From an optimization exercise on the open Yosys and OpenROAD flow, aimed at small area, a short achievable clock period and few clock cycles per item; shortcuts taken in it are not production practice.
Only simulation tests tie the RTL to the original design; equivalence was not proved.
No activity file was given, so power comes from the tool's default toggle rates.

==> flow/constraint.sdc <==
create_clock -name core_clock -period 13.0 [get_ports {i_clk}]
set_input_delay 2.6000 -clock core_clock [delete_from_list [all_inputs] [get_ports {i_clk}]]
set_output_delay 2.6000 -clock core_clock [all_outputs]
set_load 0.01 [all_outputs]
==> flow/config.mk <==
export PLATFORM = sky130hd
export DESIGN_NAME = rigid_body_drag_integrator
export DESIGN_NICKNAME = rigid_body_drag_integrator
export VERILOG_FILES = /design/flow/design.v
export SDC_FILE = /design/flow/constraint.sdc
export NUM_CORES = 4
export LEC_CHECK = 0
export CAP_MARGIN = 20
export CORE_MARGIN = 2
export CORE_UTILIZATION = 40
export SLEW_MARGIN = 20
==> flow/design.v <==
package rbdi_pkg;
    localparam logic [40:0] CapVal    = 41'h100_0000_0000;
    localparam logic [31:0] DeadZone  = 32'd655;
    localparam logic [30:0] MassReset = 31'd65536;
    localparam logic [30:0] DragReset = 31'd65536;
endpackage
module rbdi_dp #(
    parameter int DS = 2
) (
    input  logic               i_clk,
    input  logic               i_rst_n,
    input  logic               i_in_valid,
    output logic               o_in_stall,
    input  logic [126:0]       i_in_req,
    output logic               o_out_valid,
    input  logic               i_out_stall,
    output logic [191:0]       o_out_req,
    input  logic               i_cfg_valid,
    input  logic               i_cfg_index,
    input  logic [31:0]        i_cfg_data
);
    localparam int D = 42 / DS;
    localparam logic [6:0] S_NET = 7'd6;
    localparam logic [6:0] S_DIV = 7'd9;
    localparam logic [6:0] S_T   = 7'(9 + D);
    localparam logic [6:0] S_VEL = 7'(9 + D + 3);
    localparam logic [6:0] S_DSP = 7'(9 + D + 4);
    localparam logic [6:0] S_END = 7'(9 + D + 8);
    localparam logic [1:0] OP_SQ   = 2'd0;
    localparam logic [1:0] OP_K    = 2'd1;
    localparam logic [1:0] OP_DV   = 2'd2;
    localparam logic [1:0] OP_DISP = 2'd3;
    localparam logic [40:0] CAP = rbdi_pkg::CapVal;
    logic [2:0][31:0] r_vel;
    logic [2:0][31:0] r_disp;
    logic [30:0]      r_mass;        
    logic [30:0]      r_drag;
    logic             r_out_valid;
    logic [6:0]       r_step;
    logic [30:0]      r_dt;
    logic [2:0][41:0] r_q;
    logic [2:0][30:0] r_rem;
    logic [2:0]       r_ovf;
    logic [2:0]       r_neg;
    logic             r_v1, r_v2;
    logic [1:0]       r_op1, r_op2;
    logic [1:0]       r_ax1, r_ax2;
    logic             r_fl1, r_fl2;
    logic [40:0]      r_ma;
    logic [30:0]      r_mb;
    logic [56:0]      r_pl;
    logic [55:0]      r_ph;
    assign o_out_req   = {r_vel[0], r_vel[1], r_vel[2], r_disp[0], r_disp[1], r_disp[2]};
    assign o_out_valid = r_out_valid;
    assign o_in_stall  = (r_step != S_END);
    logic       w_abort;
    logic       w_hold;
    logic       w_commit;
    logic [6:0] n_step;
    assign w_abort  = (r_step != 7'd0) && (!i_in_valid || i_cfg_valid);
    assign w_hold   = (r_step == S_T) && r_out_valid;
    assign w_commit = (r_step == S_END) && i_in_valid;
    always_comb begin
        if (w_abort || r_step == S_END) begin
            n_step = 7'd0;
        end else if (r_step == 7'd0) begin
            n_step = (i_in_valid && !i_cfg_valid) ? 7'd1 : 7'd0;
        end else if (w_hold) begin
            n_step = r_step;
        end else begin
            n_step = r_step + 7'd1;
        end
    end
    logic       iss_v;
    logic [1:0] iss_op;
    logic [1:0] iss_ax;
    always_comb begin
        iss_v  = 1'b0;
        iss_op = OP_SQ;
        iss_ax = 2'd0;
        if (r_step <= 7'd2) begin
            iss_v  = (r_step != 7'd0) || i_in_valid;
            iss_op = OP_SQ;
            iss_ax = r_step[1:0];
        end else if (r_step <= 7'd5) begin
            iss_v  = 1'b1;
            iss_op = OP_K;
            iss_ax = 2'(r_step - 7'd3);
        end else if (r_step >= S_T && r_step <= S_T + 7'd2) begin
            iss_v  = !w_hold;
            iss_op = OP_DV;
            iss_ax = 2'(r_step - S_T);
        end else if (r_step >= S_DSP && r_step <= S_DSP + 7'd2) begin
            iss_v  = 1'b1;
            iss_op = OP_DISP;
            iss_ax = 2'(r_step - S_DSP);
        end
    end
    logic       net_v;
    logic [1:0] net_ax;
    logic       vel_v;
    logic [1:0] vel_ax;
    logic       div_en;
    assign net_v  = (r_step >= S_NET) && (r_step <= S_NET + 7'd2);
    assign net_ax = 2'(r_step - S_NET);
    assign vel_v  = (r_step >= S_VEL) && (r_step <= S_VEL + 7'd2);
    assign vel_ax = 2'(r_step - S_VEL);
    assign div_en = (r_step >= S_DIV) && (r_step < S_T);
    logic [31:0] w_x;
    logic [31:0] w_absx;
    logic [41:0] w_qs;
    logic [40:0] w_capq;
    logic [40:0] w_a;
    logic [30:0] w_b;
    logic        w_fl;
    assign w_x    = (iss_op == OP_SQ) ? r_vel[iss_ax] : r_q[iss_ax][31:0];
    assign w_absx = w_x[31] ? (32'd0 - w_x) : w_x;
    assign w_qs   = r_q[iss_ax];
    assign w_capq = (r_ovf[iss_ax] || w_qs[41] || (w_qs[40] && (w_qs[39:0] != '0))) ? CAP : w_qs[40:0];
    always_comb begin
        case (iss_op)
            OP_SQ: begin
                w_a  = {13'd0, w_absx[27:0]};
                w_b  = {3'd0, w_absx[27:0]};
                w_fl = (w_absx[31:28] != '0);
            end
            OP_K: begin
                w_a  = w_qs[40:0];
                w_b  = r_drag;
                w_fl = 1'b0;
            end
            OP_DV: begin
                w_a  = w_capq;
                w_b  = r_dt;
                w_fl = 1'b0;
            end
            default: begin
                w_a  = {9'd0, w_absx};
                w_b  = r_dt;
                w_fl = w_x[31];
            end
        endcase
    end
    logic [56:0] w_ph;
    logic [41:0] w_res;
    logic [31:0] w_disp;
    assign w_ph = {1'b0, r_ph} + {16'd0, r_pl[56:16]};
    always_comb begin
        case (r_op2)
            OP_SQ:   w_res = r_fl2 ? {1'b0, CAP} : {1'b0, w_ph[40:0]};
            OP_K:    w_res = ((w_ph[56:41] != '0) || (w_ph[40] && (w_ph[39:0] != '0)))
                             ? {1'b0, CAP} : {1'b0, w_ph[40:0]};
            default: w_res = (w_ph[56:32] != '0) ? {9'd0, 33'h1_0000_0000} : {9'd0, w_ph[32:0]};
        endcase
    end
    always_comb begin
        if (r_fl2) begin
            if ((w_ph[56:32] != '0) || (w_ph[31] && (w_ph[30:0] != '0))) begin
                w_disp = 32'h8000_0000;
            end else begin
                w_disp = 32'd0 - w_ph[31:0];
            end
        end else begin
            if (w_ph[56:31] != '0) begin
                w_disp = 32'h7FFF_FFFF;
            end else begin
                w_disp = w_ph[31:0];
            end
        end
    end
    logic [40:0]        w_d;
    logic signed [31:0] w_f;
    logic signed [42:0] w_net;
    logic [42:0]        w_nm;
    logic [40:0]        w_n;
    logic               w_ovf0;
    assign w_d = r_q[net_ax][40:0];
    always_comb begin
        case (net_ax)
            2'd1:    w_f = i_in_req[63:32];
            2'd2:    w_f = i_in_req[31:0];
            default: w_f = i_in_req[95:64];
        endcase
    end
    assign w_net  = r_vel[net_ax][31] ? ($signed({{11{w_f[31]}}, w_f}) + $signed({2'b00, w_d}))
                                      : ($signed({{11{w_f[31]}}, w_f}) - $signed({2'b00, w_d}));
    assign w_nm   = w_net[42] ? (43'd0 - $unsigned(w_net)) : $unsigned(w_net);
    assign w_n    = (w_nm > {2'd0, CAP}) ? CAP : w_nm[40:0];
    assign w_ovf0 = ({16'd0, w_n[40:26]} >= r_mass);
    logic [32:0]        w_dvc;
    logic signed [33:0] w_dv;
    logic signed [33:0] w_sum;
    logic [31:0]        w_sat;
    logic [31:0]        w_satm;
    logic [31:0]        w_nv;
    assign w_dvc = r_q[vel_ax][32:0];
    assign w_dv  = r_neg[vel_ax] ? $signed(34'd0 - {1'b0, w_dvc}) : $signed({1'b0, w_dvc});
    assign w_sum = $signed({{2{r_vel[vel_ax][31]}}, r_vel[vel_ax]}) + w_dv;
    always_comb begin
        if (w_sum > 34'sh0_7FFF_FFFF) begin
            w_sat = 32'h7FFF_FFFF;
        end else if (w_sum < -34'sh0_8000_0000) begin
            w_sat = 32'h8000_0000;
        end else begin
            w_sat = w_sum[31:0];
        end
    end
    assign w_satm = w_sat[31] ? (32'd0 - w_sat) : w_sat;
    assign w_nv   = (w_satm <= rbdi_pkg::DeadZone) ? 32'd0 : w_sat;
    logic [2:0][41:0] w_dq;
    logic [2:0][30:0] w_dr;
    always_comb begin
        for (int a = 0; a < 3; a++) begin
            logic [41:0] q;
            logic [30:0] r;
            logic [31:0] t;
            logic [32:0] s;
            q = r_q[a];
            r = r_rem[a];
            for (int k = 0; k < DS; k++) begin
                t = {r, q[41]};
                s = {1'b0, t} - {2'b00, r_mass};
                q = {q[40:0], !s[32]};
                r = s[32] ? t[30:0] : s[30:0];
            end
            w_dq[a] = q;
            w_dr[a] = r;
        end
    end
    always_ff @(posedge i_clk) begin
        if (!i_rst_n) begin
            r_mass      <= rbdi_pkg::MassReset;
            r_drag      <= rbdi_pkg::DragReset;
            r_vel       <= '0;
            r_out_valid <= 1'b0;
            r_step      <= 7'd0;
            r_v1        <= 1'b0;
            r_v2        <= 1'b0;
        end else begin
            if (i_cfg_valid) begin
                if (i_cfg_index) begin
                    r_drag <= i_cfg_data[30:0];
                end else begin
                    r_mass <= (i_cfg_data[30:0] == '0) ? 31'd1 : i_cfg_data[30:0];
                end
            end
            if (w_commit) begin
                for (int a = 0; a < 3; a++) r_vel[a] <= r_q[a][31:0];
            end
            r_out_valid <= w_commit || (r_out_valid && i_out_stall);
            r_step      <= n_step;
            r_v1        <= iss_v && !w_abort;
            r_v2        <= r_v1 && !w_abort;
        end
    end
    always_ff @(posedge i_clk) begin
        r_dt  <= i_in_req[126:96];
        r_op1 <= iss_op;
        r_ax1 <= iss_ax;
        r_fl1 <= w_fl;
        r_ma  <= w_a;
        r_mb  <= w_b;
        r_op2 <= r_op1;
        r_ax2 <= r_ax1;
        r_fl2 <= r_fl1;
        r_pl  <= r_ma * r_mb[15:0];
        r_ph  <= r_ma * r_mb[30:16];
        for (int a = 0; a < 3; a++) begin
            if (r_v2 && r_ax2 == 2'(a)) begin
                if (r_op2 == OP_DISP) begin
                    r_disp[a] <= w_disp;
                end else begin
                    r_q[a] <= w_res;
                end
            end
            if (net_v && net_ax == 2'(a)) begin
                r_rem[a] <= {16'd0, w_n[40:26]};
                r_q[a]   <= {w_n[25:0], 16'd0};
                r_ovf[a] <= w_ovf0;
                r_neg[a] <= w_net[42];
            end
            if (div_en) begin
                r_q[a]   <= w_dq[a];
                r_rem[a] <= w_dr[a];
            end
            if (vel_v && vel_ax == 2'(a)) begin
                r_q[a] <= {10'd0, w_nv};
            end
        end
    end
endmodule
module rigid_body_drag_integrator (
    input  logic               i_clk,
    input  logic               i_rst_n,
    input  logic               i_in_valid,
    output logic               o_in_stall,
    input  logic [126:0]       i_in_req,
    output logic               o_out_valid,
    input  logic               i_out_stall,
    output logic [191:0]       o_out_req,
    input  logic               i_cfg_valid,
    output logic               o_cfg_ready,
    input  logic               i_cfg_index,
    input  logic [31:0]        i_cfg_data
);
    assign o_cfg_ready = 1'b1;
    rbdi_dp u_dp (
        .i_clk       (i_clk),
        .i_rst_n     (i_rst_n),
        .i_in_valid  (i_in_valid),
        .o_in_stall  (o_in_stall),
        .i_in_req    (i_in_req),
        .o_out_valid (o_out_valid),
        .i_out_stall (i_out_stall),
        .o_out_req   (o_out_req),
        .i_cfg_valid (i_cfg_valid),
        .i_cfg_index (i_cfg_index),
        .i_cfg_data  (i_cfg_data)
    );
endmodule
==> flow/run.sh <==
#!/bin/bash
# synth_recipe.tcl (not shown) runs the flow's synth.tcl, then flattens the netlist and writes it again
# the make line also repeats each setting of config.mk as NAME=value (left out here)
make -C /OpenROAD-flow-scripts/flow DESIGN_CONFIG=/design/flow/config.mk WORK_HOME=/design/flow/orfs CLKGATE_MAP_FILE= SYNTH_SCRIPT=/design/flow/synth_recipe.tcl finish
==> impl_metrics.env <==
export IMPL_outcome="complete, no violations"
export IMPL_initial_core_util_pct=40.21
export IMPL_syn_num_nets=12663
export IMPL_synth_edff_count=291
export IMPL_period_needed_ns=11.50
export IMPL_drc_errors=0
export IMPL_grt_pass1_wl_um=521200
export IMPL_leakagePower_nw=40.35
export IMPL_cp_slowest_stage_delay_ns=0.57
export IMPL_place_congestion=0.9904
export IMPL_synth_simple_area_share_pct=18.75
export IMPL_cts_tree="yes"
export IMPL_worst_pin_slew_ns=1.262
export IMPL_dp_worst_setup_slack_ns=1.213
export IMPL_max_freq_mhz=86.97
export IMPL_drv_cap=0
export IMPL_postRouteAntennaNets=0
export IMPL_slew_headroom_pct=14.96
export IMPL_cts_post_setup_buffers_inserted=0
export IMPL_wl_um=348000
export IMPL_tns_ns=0
export IMPL_overflow=0
export IMPL_cts_buffers=84
export IMPL_fin_worst_skew_ns=0.04985
export IMPL_min_path_type="register to register"
export IMPL_post_route_period_util_pct=88.45
export IMPL_synthAdderAreaFrac_pct=31.01
export IMPL_grt_pass1_vias=82410
export IMPL_ctsResizeCount=0
export IMPL_viasPerCell=5.942
export IMPL_rsz0062_at_grt="no"
export IMPL_cp_start_kind="register"
export IMPL_avgSynthCellArea_um2=8.409
export IMPL_fp_dieArea_mm2=0.2323
export IMPL_fin_ws_ns=1.502
export IMPL_power_per_cell_area_mw_per_mm2=63.41
export IMPL_yosysWarnings=1
export IMPL_synthMuxAreaShare_pct=2.460
export IMPL_synth_top_family_by_area="adder cells"
export IMPL_async_reset_ff_share_pct=0
export IMPL_clock_sinks=699
export IMPL_dp_hpwl_um=264500
export IMPL_ys_flop_type="dfxtp_1"
export IMPL_cpMaxStageDelayCell="o21ai_0"
export IMPL_clk_latency_ns=0.74
export IMPL_die_x_um=482.0
export IMPL_crit_top_cell="a21o_1"
export IMPL_coreArea_mm2=0.2273
export IMPL_synth_cell_area_mm2=0.09139
export IMPL_rows=175
export IMPL_die_y_um=482.0
export IMPL_syn2layout_area_growth_pct=10.46
export IMPL_wl_per_cell_um=24.93
export IMPL_num_nets_final=12670
export IMPL_ir_drop_uv=108.2
export IMPL_nFillCells=22284
export IMPL_drive_above_1_share_pct=4.595
export IMPL_synth_xor_area_share_pct=4.715
export IMPL_dr_total_vias=82934
export IMPL_drt_first_pass_iters=7
export IMPL_drt_iter0_markers=8392
export IMPL_synth_most_common_cell="nand2_1"
export IMPL_ys_types=108
export IMPL_clkTransAtPathRegs_ns=0.07
export IMPL_arrival_ns=11.94
export IMPL_io_pins=360
export IMPL_synth_seq_area_share_pct=18.50
export IMPL_antenna_found_initial=19
export IMPL_io_buffers=357
export IMPL_postSynthCellCount=10867
export IMPL_hold_viol_final=0
export IMPL_cts_path_max_buffers=3
export IMPL_path_class="register to register"
export IMPL_synth_compound_area_share_pct=17.68
export IMPL_ys_top_cells_by_count="1757 x nand2_1, 1057 x fa_1, 1004 x inv_1"
export IMPL_synth_area_leaders="fa_1 23%, edfxtp_1 9.6%, dfxtp_1 8.9%"
export IMPL_gr_usage_all_layers_pct=29.52
export IMPL_path_max_fanout=21
export IMPL_cts_hold_buf=0
export IMPL_crit_path_end_kind="register"
export IMPL_drv_slew=0
export IMPL_grt_max_degree=100
export IMPL_setup_violations=0
export IMPL_critPathRequiredTime_ns=13.45
export IMPL_synth_top_area_cell="fa_1"
export IMPL_synth_top_area_share_pct=23.16
export IMPL_synth_seq_cells=699
export IMPL_htreeDepth=3
export IMPL_cts_root_buf="clkbuf_16"
## through the flow
step / utilization [%] / total power, mW / hold WS [ns] / instances / area [um^2]
after floorplan: - / 3.339 / 0.3096 / 10867 / 91390
after global placement: 43.06 / 3.782 / 0.3124 / 13795 / 97880
after detailed placement: 43.07 / 3.802 / 0.3121 / 13795 / 97880
after CTS: 44.38 / 6.389 / 0.3272 / 13953 / 100900
after global routing: 44.41 / 6.626 / 0.3317 / 13956 / 100900
final: 44.41 / 6.401 / 0.3267 / 13957 / 100900
## logic make-up after synthesis
| kind of cell | count (synthesis) |
|---|---|
| flip-flops | 699 |
| AO/OA/AOI/OAI | 2468 |
| XOR/XNOR | 492 |
| multiplexers | 221 |
| buffers and inverters | 1647 |
| other | 1 |
| adder cells (fa/ha/maj) | 1631 |
| AND/OR/NAND/NOR | 3708 |
## final cells by class
type | instances | area [um^2] | share of cell area [%]
clock buffers | 116 | 2482 | 2.459
multi-input cells | 8521 | 68400 | 67.76
well taps | 3009 | 3765 | 3.730
inverters | 1012 | 3799 | 3.763
clock inverters | 42 | 498.0 | 0.4933
flip-flops and latches | 699 | 16920 | 16.76
diodes | 2 | 5.005 | 0.004958
repair buffers | 556 | 5077 | 5.030
## layer usage
| metal | GRT usage, % | up-vias | wire length [um] |
|---|---|---|---|
| li1 | - | 36924 | - |
| met1 | 37.90 | 41212 | 138600 |
| met2 | 45.58 | 3985 | 152500 |
| met3 | 7.460 | 805 | 34580 |
| met4 | 15.83 | 8 | 22230 |
| met5 | 0.2655 | - | 122 |
## registers in the layout, indices dropped and copies added, names as in the netlist, 41 cells and up
signal and flops:
u_dp.r_rem 93, u_dp.r_vel 96, u_dp.r_disp 96, u_dp.r_ma 41
u_dp.r_pl 41, u_dp.r_ph 56, u_dp.r_q 126
## power breakdown
part	switching [mW]	leakage, nW	internal [mW]
sequential	0.0335	6.02	2.31
combinational	0.927	32.9	0.536
clock	1.11	1.46	1.49
## path summary, 6_finish.rpt
kind	start	endpoint	slack, ns	depth (start not counted)
worst min-delay path	u_dp.r_ax1[0]$_DFF_P_	u_dp.r_ax2[0]$_DFF_P_	0.33	0
worst max register to register	u_dp.r_step[1]$_SDFFE_PP0P_	u_dp.r_ovf[2]$_DFFE_PP_	1.50	44
worst max-delay path	u_dp.r_step[1]$_SDFFE_PP0P_	u_dp.r_ovf[2]$_DFFE_PP_	1.50	44
worst min register to register	u_dp.r_ax1[0]$_DFF_P_	u_dp.r_ax2[0]$_DFF_P_	0.33	0
## placed cells by master, fill, tap and decap left out, types with 79 or more instances in the layout
cell type	count
nand2_1	1753
fa_1	1057
inv_1	1003
a21oi_1	678
nor2_1	574
ha_1	572
and2_1	457
o21ai_0	425
dfxtp_1	399
clkdlybuf4s50_1	356
xnor2_1	314
edfxtp_1	291
buf_4	198
mux2i_1	191
nand3_1	188
xor2_1	177
a21boi_0	175
nor3_1	173
a21o_1	146
a22oi_1	106
o22ai_1	94
nand4_1	93
clkbuf_16	92
a221oi_1	89
o21a_1	87
a31oi_1	79
## worst max-delay path, delay by kind of cell (launching register included)
family                     cells  cell delay, ns
DFF                            1            0.50
and+or+nand+nor               12            2.62
adders and majority gates      2            0.74
muxes                          3            1.05
buffers and inverters          1            0.47
xor gates and xnor gates       1            0.16
AOI/OAI and AO/OA             25            5.67
Testbench counts, summed over its fixed seeds: cycles 93,624, items 2,400.

-- static timing again, ports no longer ideal --
No port has a modelled driver above. Below, the same layout with a new extraction and two added sets of constraints.
Step 1 (the two cells are an assumption about what drives the block):
set clk [get_ports {i_clk}]
set_driving_cell -lib_cell sky130_fd_sc_hd__clkbuf_16 $clk
set_driving_cell -lib_cell sky130_fd_sc_hd__buf_2 [delete_from_list [all_inputs] $clk]
Step 2 times the ports against the registers' clock, not the clock port: input delays grow and output delays shrink by t, the midpoint of the rising clock arrivals with the driver on.
a / b / c = ideal ports / drivers / drivers and shift; a / b = the first two.
t (ns): 0.805
setup slack, ns: 1.502 / 1.502 / 1.098
pins driven straight from the clock port: 1
After both steps this run still meets setup and hold. For this run, drivers alone change the setup slack by 0.000 ns; drivers and shift together by -0.404 ns.
